This design comes from an exercise in tuning for small area and a short achievable clock period on the open sky130 flow, not from production work. Function was checked by simulation only, so behaviour that the tests miss may differ from the original. Power and IR drop assume default switching activity.

==> flow/design.v <==
package soc_pkg;
	localparam int ADDR_W = 32;
	localparam int DATA_W = 32;
	localparam int STRB_W = 4;
	localparam int MEM_WORDS = 256;
	localparam int MEM_IDX_W = 8;
	localparam logic [ADDR_W-1:0] MEM_BASE       = 32'h0000_0000;
	localparam logic [ADDR_W-1:0] MEM_LAST       = 32'h0000_03FF;
	localparam logic [ADDR_W-1:0] GPIO_ADDR      = 32'h0000_1000;
	localparam logic [ADDR_W-1:0] UART_DATA_ADDR = 32'h0000_2000;
	localparam logic [ADDR_W-1:0] UART_STAT_ADDR = 32'h0000_2004;
	localparam int CLKS_PER_BIT = 16;
	localparam int SW_W  = 4;
	localparam int LED_W = 8;
	typedef struct packed {
		logic              write;
		logic [ADDR_W-1:0] addr;
		logic [DATA_W-1:0] wdata;
		logic [STRB_W-1:0] strb;
	} bus_req_t;
	typedef struct packed {
		logic [DATA_W-1:0] rdata;
		logic              err;
	} bus_rsp_t;
	typedef enum logic [1:0] {
		REG_MEM,
		REG_GPIO,
		REG_UART,
		REG_NONE
	} region_e;
	typedef enum logic [1:0] {
		ST_IDLE,
		ST_START,
		ST_DATA,
		ST_STOP
	} uart_state_e;
endpackage
`timescale 1ns/10ps
import soc_pkg::*;
module uart_rx (
	input  logic       clk_i,
	input  logic       rst_n_i,
	input  logic       rx_i,
	output logic       byte_stb_o,
	output logic [7:0] byte_o
);
	logic [1:0] sync_q;
	logic rx_s;
	soc_pkg::uart_state_e state_q;
	logic [$clog2(CLKS_PER_BIT+1)-1:0] cnt_q;
	logic [2:0] bit_q;
	logic [7:0] shift_q;
	logic stb_q;
	logic [7:0] byte_q;
	always_ff @(posedge clk_i) begin
		if (!rst_n_i) sync_q <= 2'b11;
		else sync_q <= {sync_q[0], rx_i};
	end
	assign rx_s = sync_q[1];
	always_ff @(posedge clk_i) begin
		if (!rst_n_i) begin
			state_q <= ST_IDLE;
			cnt_q   <= '0;
			bit_q   <= '0;
			stb_q   <= 1'b0;
		end else begin
			stb_q <= 1'b0;
			cnt_q <= cnt_q + 1'b1;
			case (state_q)
				ST_IDLE: begin
					cnt_q <= '0;
					if (!rx_s) state_q <= ST_START;
				end
				ST_START: begin
					if (cnt_q == CLKS_PER_BIT/2 - 1) begin
						cnt_q   <= '0;
						bit_q   <= '0;
						state_q <= rx_s ? ST_IDLE : ST_DATA;
					end
				end
				ST_DATA: begin
					if (cnt_q == CLKS_PER_BIT - 1) begin
						cnt_q   <= '0;
						shift_q <= {rx_s, shift_q[7:1]};
						bit_q   <= bit_q + 1'b1;
						if (bit_q == 3'd7) state_q <= ST_STOP;
					end
				end
				ST_STOP: begin
					if (cnt_q == CLKS_PER_BIT - 1) begin
						stb_q  <= rx_s;
						byte_q <= shift_q;
					end else if (cnt_q == CLKS_PER_BIT) begin
						state_q <= ST_IDLE;
					end
				end
			endcase
		end
	end
	assign byte_stb_o = stb_q;
	assign byte_o     = byte_q;
endmodule
`timescale 1ns/10ps
import soc_pkg::*;
module prog_loader (
	input  logic              clk_i,
	input  logic              rst_n_i,
	input  logic              reprog_i,
	input  logic              byte_stb_i,
	input  logic [7:0]        byte_i,
	output logic              ld_stb_o,
	output soc_pkg::bus_req_t ld_req_o
);
	logic [1:0] cnt_q;
	logic [MEM_IDX_W-1:0] idx_q;
	logic [DATA_W-1:0] word_q;
	logic stb_q;
	soc_pkg::bus_req_t req_q;
	always_ff @(posedge clk_i) begin
		if (!rst_n_i) begin
			cnt_q <= '0;
			idx_q <= '0;
			stb_q <= 1'b0;
		end else begin
			stb_q <= 1'b0;
			if (!reprog_i) begin
				cnt_q <= '0;
				idx_q <= '0;
			end else if (byte_stb_i) begin
				cnt_q <= cnt_q + 1'b1;
				if (cnt_q == 2'd3) begin
					stb_q <= 1'b1;
					idx_q <= idx_q + 1'b1;
				end
			end
		end
	end
	always_ff @(posedge clk_i) begin
		if (reprog_i && byte_stb_i) begin
			word_q[8*cnt_q +: 8] <= byte_i;
			if (cnt_q == 2'd3) begin
				req_q.write <= 1'b1;
				req_q.addr  <= {{(ADDR_W-MEM_IDX_W-2){1'b0}}, idx_q, 2'b00};
				req_q.wdata <= {byte_i, word_q[23:0]};
				req_q.strb  <= '1;
			end
		end
	end
	assign ld_stb_o = stb_q;
	assign ld_req_o = req_q;
endmodule
`timescale 1ns/10ps
import soc_pkg::*;
module bus_fabric (
	input  logic                      clk_i,
	input  logic                      rst_n_i,
	input  logic                      reprog_i,
	input  logic                      host_stb_i,
	input  soc_pkg::bus_req_t         host_req_i,
	input  logic                      ld_stb_i,
	input  soc_pkg::bus_req_t         ld_req_i,
	output logic                      mem_stb_o,
	output soc_pkg::bus_req_t         mem_req_o,
	input  logic [soc_pkg::DATA_W-1:0] mem_rdata_i,
	output logic                      reg_stb_o,
	output soc_pkg::bus_req_t         reg_req_o,
	input  logic [soc_pkg::DATA_W-1:0] reg_rdata_i,
	output logic                      rsp_stb_o,
	output soc_pkg::bus_rsp_t         rsp_o
);
	logic sel_stb;
	soc_pkg::bus_req_t sel_req;
	soc_pkg::region_e region;
	soc_pkg::region_e region_q;
	logic rsp_stb_q;
	assign sel_stb = reprog_i ? ld_stb_i : host_stb_i;
	assign sel_req = reprog_i ? ld_req_i : host_req_i;
	always_comb begin
		if (sel_req.addr >= MEM_BASE && sel_req.addr <= MEM_LAST)
			region = REG_MEM;
		else if (sel_req.addr == GPIO_ADDR)
			region = REG_GPIO;
		else if (sel_req.addr == UART_DATA_ADDR || sel_req.addr == UART_STAT_ADDR)
			region = REG_UART;
		else
			region = REG_NONE;
	end
	assign mem_stb_o = sel_stb && (region == REG_MEM);
	assign reg_stb_o = sel_stb && (region == REG_GPIO || region == REG_UART);
	assign mem_req_o = sel_req;
	assign reg_req_o = sel_req;
	always_ff @(posedge clk_i) begin
		if (!rst_n_i) begin
			rsp_stb_q <= 1'b0;
			region_q  <= REG_NONE;
		end else begin
			rsp_stb_q <= host_stb_i && !reprog_i;
			if (sel_stb) region_q <= region;
		end
	end
	always_comb begin
		rsp_o = '0;
		case (region_q)
			REG_MEM:            rsp_o.rdata = mem_rdata_i;
			REG_GPIO, REG_UART: rsp_o.rdata = reg_rdata_i;
			default:            rsp_o.err   = 1'b1;
		endcase
	end
	assign rsp_stb_o = rsp_stb_q;
endmodule
`timescale 1ns/10ps
import soc_pkg::*;
module word_ram (
	input  logic                       clk_i,
	input  logic                       mem_stb_i,
	input  soc_pkg::bus_req_t          mem_req_i,
	output logic [soc_pkg::DATA_W-1:0] rdata_o
);
	logic [DATA_W-1:0] mem_q [MEM_WORDS];
	logic [MEM_IDX_W-1:0] idx;
	logic [DATA_W-1:0] rdata_q;
	assign idx = mem_req_i.addr[MEM_IDX_W+1:2];
	always_ff @(posedge clk_i) begin
		if (mem_stb_i) begin
			if (mem_req_i.write) begin
				for (int b = 0; b < STRB_W; b++) begin
					if (mem_req_i.strb[b])
						mem_q[idx][8*b +: 8] <= mem_req_i.wdata[8*b +: 8];
				end
			end
			rdata_q <= mem_q[idx];
		end
	end
	assign rdata_o = rdata_q;
endmodule
`timescale 1ns/10ps
import soc_pkg::*;
module periph_regs (
	input  logic                       clk_i,
	input  logic                       rst_n_i,
	input  logic                       reprog_i,
	input  logic                       reg_stb_i,
	input  soc_pkg::bus_req_t          reg_req_i,
	output logic [soc_pkg::DATA_W-1:0] rdata_o,
	input  logic [soc_pkg::SW_W-1:0]   sw_i,
	output logic [soc_pkg::LED_W-1:0]  led_o,
	input  logic                       tx_busy_i,
	output logic                       tx_stb_o,
	output logic [7:0]                 tx_byte_o
);
	logic wr;
	logic busy;
	logic [LED_W-1:0] led_q;
	logic tx_stb_q;
	logic [7:0] tx_byte_q;
	logic [DATA_W-1:0] rdata_q;
	assign wr = reg_stb_i && reg_req_i.write && reg_req_i.strb[0];
	assign busy = tx_busy_i || tx_stb_q;
	always_ff @(posedge clk_i) begin
		if (!rst_n_i) begin
			led_q    <= '0;
			tx_stb_q <= 1'b0;
		end else begin
			tx_stb_q <= wr && reg_req_i.addr == UART_DATA_ADDR && !busy;
			if (reprog_i)
				led_q <= '0;
			else if (wr && reg_req_i.addr == GPIO_ADDR)
				led_q <= reg_req_i.wdata[LED_W-1:0];
		end
	end
	always_ff @(posedge clk_i) begin
		if (wr && reg_req_i.addr == UART_DATA_ADDR && !busy)
			tx_byte_q <= reg_req_i.wdata[7:0];
	end
	always_ff @(posedge clk_i) begin
		if (reg_stb_i) begin
			case (reg_req_i.addr)
				GPIO_ADDR:      rdata_q <= {{(DATA_W-SW_W){1'b0}}, sw_i};
				UART_STAT_ADDR: rdata_q <= {{(DATA_W-1){1'b0}}, busy};
				default:        rdata_q <= '0;
			endcase
		end
	end
	assign rdata_o   = rdata_q;
	assign led_o     = led_q;
	assign tx_stb_o  = tx_stb_q;
	assign tx_byte_o = tx_byte_q;
endmodule
`timescale 1ns/10ps
import soc_pkg::*;
module uart_tx (
	input  logic       clk_i,
	input  logic       rst_n_i,
	input  logic       tx_stb_i,
	input  logic [7:0] tx_byte_i,
	output logic       busy_o,
	output logic       tx_o
);
	soc_pkg::uart_state_e state_q;
	logic [$clog2(CLKS_PER_BIT)-1:0] cnt_q;
	logic [2:0] bit_q;
	logic [7:0] shift_q;
	logic tx_q;
	logic bit_done;
	assign bit_done = (cnt_q == CLKS_PER_BIT - 1);
	always_ff @(posedge clk_i) begin
		if (!rst_n_i) begin
			state_q <= ST_IDLE;
			cnt_q   <= '0;
			bit_q   <= '0;
			tx_q    <= 1'b1;
		end else begin
			cnt_q <= bit_done ? '0 : cnt_q + 1'b1;
			case (state_q)
				ST_IDLE: begin
					cnt_q <= '0;
					if (tx_stb_i) begin
						state_q <= ST_START;
						shift_q <= tx_byte_i;
						tx_q    <= 1'b0;
					end
				end
				ST_START: begin
					if (bit_done) begin
						state_q <= ST_DATA;
						bit_q   <= '0;
						tx_q    <= shift_q[0];
						shift_q <= {1'b0, shift_q[7:1]};
					end
				end
				ST_DATA: begin
					if (bit_done) begin
						bit_q   <= bit_q + 1'b1;
						tx_q    <= shift_q[0];
						shift_q <= {1'b0, shift_q[7:1]};
						if (bit_q == 3'd7) begin
							state_q <= ST_STOP;
							tx_q    <= 1'b1;
						end
					end
				end
				ST_STOP: begin
					if (bit_done) state_q <= ST_IDLE;
				end
			endcase
		end
	end
	assign busy_o = (state_q != ST_IDLE);
	assign tx_o   = tx_q;
endmodule
`timescale 1ns/10ps
import soc_pkg::*;
module soc_top (
	input  logic                      clk_i,
	input  logic                      rst_n_i,
	input  logic                      req_stb_i,
	input  logic                      req_write_i,
	input  logic [31:0]               req_addr_i,
	input  logic [31:0]               req_wdata_i,
	input  logic [3:0]                req_strb_i,
	output logic                      rsp_stb_o,
	output logic [31:0]               rsp_rdata_o,
	output logic                      rsp_err_o,
	input  logic                      reprog_i,
	input  logic [3:0]                sw_i,
	output logic [7:0]                led_o,
	input  logic                      uart_rx_i,
	output logic                      uart_tx_o
);
	logic rx_stb;
	logic [7:0] rx_byte;
	logic ld_stb;
	soc_pkg::bus_req_t ld_req;
	logic mem_stb;
	soc_pkg::bus_req_t mem_req;
	logic [DATA_W-1:0] mem_rdata;
	logic reg_stb;
	soc_pkg::bus_req_t reg_req;
	logic [DATA_W-1:0] reg_rdata;
	logic tx_stb;
	logic [7:0] tx_byte;
	logic tx_busy;
	soc_pkg::bus_req_t req_i;
	soc_pkg::bus_rsp_t rsp_o;
	assign req_i.write = req_write_i;
	assign req_i.addr  = req_addr_i;
	assign req_i.wdata = req_wdata_i;
	assign req_i.strb  = req_strb_i;
	assign rsp_rdata_o = rsp_o.rdata;
	assign rsp_err_o   = rsp_o.err;
	uart_rx uart_rx_i0 (
		.clk_i(clk_i), .rst_n_i(rst_n_i), .rx_i(uart_rx_i),
		.byte_stb_o(rx_stb), .byte_o(rx_byte)
	);
	prog_loader prog_loader_i (
		.clk_i(clk_i), .rst_n_i(rst_n_i), .reprog_i(reprog_i),
		.byte_stb_i(rx_stb), .byte_i(rx_byte),
		.ld_stb_o(ld_stb), .ld_req_o(ld_req)
	);
	bus_fabric bus_fabric_i (
		.clk_i(clk_i), .rst_n_i(rst_n_i), .reprog_i(reprog_i),
		.host_stb_i(req_stb_i), .host_req_i(req_i),
		.ld_stb_i(ld_stb), .ld_req_i(ld_req),
		.mem_stb_o(mem_stb), .mem_req_o(mem_req), .mem_rdata_i(mem_rdata),
		.reg_stb_o(reg_stb), .reg_req_o(reg_req), .reg_rdata_i(reg_rdata),
		.rsp_stb_o(rsp_stb_o), .rsp_o(rsp_o)
	);
	word_ram word_ram_i (
		.clk_i(clk_i), .mem_stb_i(mem_stb), .mem_req_i(mem_req), .rdata_o(mem_rdata)
	);
	periph_regs periph_regs_i (
		.clk_i(clk_i), .rst_n_i(rst_n_i), .reprog_i(reprog_i),
		.reg_stb_i(reg_stb), .reg_req_i(reg_req), .rdata_o(reg_rdata),
		.sw_i(sw_i), .led_o(led_o),
		.tx_busy_i(tx_busy), .tx_stb_o(tx_stb), .tx_byte_o(tx_byte)
	);
	uart_tx uart_tx_i0 (
		.clk_i(clk_i), .rst_n_i(rst_n_i), .tx_stb_i(tx_stb), .tx_byte_i(tx_byte),
		.busy_o(tx_busy), .tx_o(uart_tx_o)
	);
endmodule
==> flow/run.sh <==
#!/bin/bash
# synth_recipe.tcl (not shown) runs the flow's synth.tcl, then flattens the netlist and writes it again
# the make line also repeats each setting of config.mk as NAME=value (left out here)
make -C /OpenROAD-flow-scripts/flow DESIGN_CONFIG=/design/flow/config.mk WORK_HOME=/design/flow/orfs CLKGATE_MAP_FILE= SYNTH_SCRIPT=/design/flow/synth_recipe.tcl finish
==> flow/config.mk <==
export PLATFORM = sky130hd
export DESIGN_NAME = soc_top
export DESIGN_NICKNAME = soc_top
export VERILOG_FILES = /design/flow/design.v
export SDC_FILE = /design/flow/constraint.sdc
export NUM_CORES = 4
export LEC_CHECK = 0
export CAP_MARGIN = 20
export CORE_MARGIN = 2
export CORE_UTILIZATION = 36
export PLACE_DENSITY = 0.5
export SLEW_MARGIN = 20
export SYNTH_MEMORY_MAX_BITS = 16384
==> flow/constraint.sdc <==
create_clock -name core_clock -period 8.0 [get_ports {clk_i}]
set_input_delay 1.6000 -clock core_clock [delete_from_list [all_inputs] [get_ports {clk_i}]]
set_output_delay 1.6000 -clock core_clock [all_outputs]
set_load 0.01 [all_outputs]
==> summary.txt <==
==> how the worst max path moves through the flow <==
stage,from,depth (start not counted),end
floorplan,reprog_i,9,word_ram_i.rdata_q[0]
global placement,req_addr_i[2],10,word_ram_i.rdata_q[5]
detailed placement,req_addr_i[2],13,word_ram_i.rdata_q[6]
CTS,req_addr_i[2],13,word_ram_i.rdata_q[6]
global route,req_addr_i[2],10,word_ram_i.rdata_q[26]
finish,req_addr_i[2],10,word_ram_i.rdata_q[26]
==> layout make-up <==
| class | instances | area (µm²) | share of cell area [%] |
|---|---|---|---|
| diodes | 124 | 310.3 | 0.08286 |
| clock buffers | 1058 | 22100 | 5.902 |
| clock inverters | 470 | 4303 | 1.149 |
| inverters | 43 | 161.4 | 0.04310 |
| multi-input cells | 7250 | 68060 | 18.18 |
| flip-flops and latches | 8370 | 250900 | 66.99 |
| well taps | 11870 | 14850 | 3.965 |
| repair buffers | 1550 | 13820 | 3.690 |
==> per-layer routing <==
| layer | vias up | share of wire (%) | global-route usage [%] |
|---|---|---|---|
| li1 | 70950 | - | - |
| met3 | 1578 | 9.2 | 5.233 |
| met2 | 9207 | 45 | 38.24 |
| met5 | - | 0.027 | 0 |
| met1 | 95880 | 41 | 34.79 |
| met4 | 48 | 4.3 | 9.451 |
==> through the flow <==
step | setup WS, ns | hold slack [ns] | cells | power, mW
after global placement | 0.02236 | 0.3999 | 29060 | 53.69
after detailed placement | 0.5917 | 0.3985 | 29080 | 53.73
after CTS | 1.925 | 0.4152 | 30610 | 91.89
after floorplan | 2.724 | 0.3863 | 16670 | 51.51
after global routing | 1.819 | 0.4425 | 30640 | 93.59
final | 1.727 | 0.4084 | 30730 | 91.48
==> flip-flops by register name, summed over array words and instances (netlist names), 8 cells and up, named ones only <==
name	flops
word_ram_i.mem_q	8192
prog_loader_i.req_q	40
uart_rx_i0.byte_q	8
word_ram_i.rdata_q	32
prog_loader_i.idx_q	8
prog_loader_i.word_q	24
uart_tx_i0.shift_q	8
periph_regs_i.tx_byte_q	8
uart_rx_i0.shift_q	8
periph_regs_i.led_q	8
==> logic make-up after synthesis <==
| family | after synthesis | share of synthesized area (%) |
|---|---|---|
| flip-flops | 8370 | 77.80 |
| adder cells (fa/ha/maj) | 26 | 0.1009 |
| AO/OA/AOI/OAI | 1943 | 3.924 |
| AND/OR/NAND/NOR | 2305 | 2.985 |
| XOR/XNOR | 11 | 0.02988 |
| multiplexers | 2965 | 13.57 |
| buffers and inverters | 1046 | 1.583 |
==> where the power goes <==
group	switching, mW	leakage, nW	internal (mW)	total [mW]
Sequential	0.0202	75.2	48.2	48.2
Clock	17.2	12.8	21.4	38.7
Combinational	3.18	32.0	1.39	4.57
==> worst reg2reg max path: stages, from the launching register on <==
cell	delay (ns)
edfxtp_1	0.44
mux2_8	0.78
buf_12	0.62
buf_4	0.64
mux2i_1	0.37
o22ai_1	0.12
o41ai_1	0.92
nand4_1	0.87
a21oi_1	0.49
nand4_1	0.14
==> layout by cell type, fill, tap and decap left out, drive strengths merged, types with 10 or more instances in the layout <==
master / instances
edfxtp: 8324
nor4: 207
diode: 124
nor3: 17
nand2: 784
mux2i: 1801
ha: 26
o21ai: 78
inv: 68
o22ai: 959
o41ai: 82
buf: 1431
dfxtp: 46
bufinv: 59
a22oi: 398
mux4: 1121
clkbuf: 1058
a221oi: 10
a21oi: 320
clkinvlp: 13
nand3: 25
and2: 34
a41oi: 53
nand4: 65
nor2: 1123
clkinv: 373
clkdlybuf4s50: 119
mux2: 43
==> results.py <==
metrics = {
    "floorplanning": {
        "fp.dieH_um": 950.4,
        "core-area_mm2": 0.8926,
        "floorplan.initialDensity_pct": 36.12,
        "die-area_mm2": 0.9033,
        "die_w_um": 950.4,
        "num_rows": 347,
        "io_pins": 121,
    },
    "timing": {
        "finalCritPeriodShare_pct": 78.42,
        "hold_viol": 0,
        "max_slew.worst_pin.slew_ns": 1.267,
        "tns_ns": 0,
        "fmaxAchievable_mhz": 159.4,
        "setup_viol": 0,
        "finClkSkew_ns": 0.06056,
        "min_period_ns": 6.273,
        "slew_headroom_pct": 15.51,
        "rsz0062_at_grt": "false",
        "slew_viol_final": 0,
    },
    "worst_hold_path": {
        "hold_path_class": "reg2reg",
        "holdPathStages": 1,
        "holdPathEnd": "uart_rx_i0.sync_q[1]",
        "min_from": "uart_rx_i0.sync_q[0]",
    },
    "critical_path": {
        "start_kind": "input pin",
        "rr_endpoint": "word_ram_i.rdata_q[26]",
        "crit_fanout": 47,
        "slowest_stage": "o41ai_1",
        "worst_ep_required_time_ns": 8.90,
        "reg2reg_slack_ns": 2.34,
        "r2r_start": "prog_loader_i.req_q[38]",
        "worstSetupPathType": "in2reg",
        "critPathBufInv": 3,
        "crit_top_cell": "nand4_1",
        "arrival_ns": 7.18,
        "endpoint_kind": "register",
        "worstRegToRegCells": 9,
        "critical-path-top-delay-family": "compound AO/OA/AOI/OAI gates",
        "path_cells": "clkdlybuf4s50_1 -> mux2_8 -> buf_12 -> buf_4 -> mux2i_1 -> o22ai_1 -> o41ai_1 -> nand4_1 -> a21oi_1 -> nand4_1",
        "cpPeakStageDelay_ns": 0.92,
    },
    "cells_and_area": {
        "postLayoutCellArea_mm2": 0.3745,
        "fillCellCount": 78840,
        "fin_util_pct": 41.95,
        "areaGrowthSynthToFinish_pct": 16.14,
        "drive_gt1_share_pct": 20.88,
        "nets": 18160,
    },
    "route": {
        "drt_first_pass_iters": 7,
        "drt_iter0_markers": 25920,
        "via_per_inst": 5.781,
        "vias": 177700,
        "wl_per_cell_um": 37.66,
        "drcViolationCount": 0,
        "wirelength_um": 1157000,
        "ant_nets": 0,
    },
    "logic_synthesis": {
        "synth_cell_types": 64,
        "avgSynthCellArea_um2": 19.35,
        "netlist.area_leader.share_pct": 77.52,
        "synth_common_cells": "edfxtp_1, mux2i_1, nor2_1",
        "synth-seq-cells": 8370,
        "synth_ff_type": "edfxtp_1",
        "yosysWarnings": 6,
        "netlist_instances": 16670,
        "synth.most_common_cell": "edfxtp_1",
        "synthTopCellsByArea": "edfxtp_1, mux4_2, mux2i_1",
        "synth_edf_count": 8324,
        "syn_nets": 16770,
        "synth_top_cell_by_area": "edfxtp_1",
        "syn_area_mm2": 0.3225,
        "yosysSeqAreaShare_pct": 77.80,
        "async_reset_ff_share_pct": 0,
    },
    "global_routing": {
        "grt_max_degree": 153,
        "grt_pass1_wl_um": 1538000,
        "gr-total-overflow": 0,
        "antenna_found_initial": 144,
        "grt_use_total_pct": 24.83,
        "grt_pass1_vias": 170100,
    },
    "placed_design": {
        "dpl_cell_area_mm2": 0.3477,
        "dp_hpwl_um": 781000,
        "gp_congestion": 0.8895,
        "portBuffers": 120,
    },
    "cts": {
        "cts.path.max_buffers": 4,
        "cts_resized": 0,
        "cts.sinks": 8370,
        "clock_latency_ns": 1.23,
        "ctsHtreeMaxLevel": 6,
        "post_cts_buffers": 0,
        "cts_root_buf": "clkbuf_16",
        "tritoncts": "done",
        "cts_buffers": 840,
        "clk_pin_slew_ns": 0.06,
        "ctsHoldBuffers": 0,
    },
    "job": {
        "drv_cap": 0,
    },
    "power": {
        "ir_drop_v": 0.0002139,
        "p_leak_nw": 120.0,
        "power-per-cell-area_mw_per_mm2": 244.3,
    },
    "run_status": {
        "status": "complete, no violations",
    },
}

-- separate check: timing with driven ports --
How much do the figures lean on ideal ports? The routed layout below was timed once more, with nothing changed but the port constraints. Step 1 assumes that a clkbuf_16 drives the clock port and a buf_2 every other input. Step 2, shift: input delay + t, output delay - t, t = (earliest + latest rising clock arrival at the registers) / 2. This alone moves slack from input paths to output paths. Three values: ideal, step 1, step 2; two values: the first two.
shift t [ns]: 1.349
setup WS [ns]: 1.727 / 1.849 / 0.500
worst data-port slew with drivers (ns): 0.09
After both steps this run still meets setup and hold. The setup slack of this run moves by +0.122 ns with the drivers and by -1.227 ns with both steps.
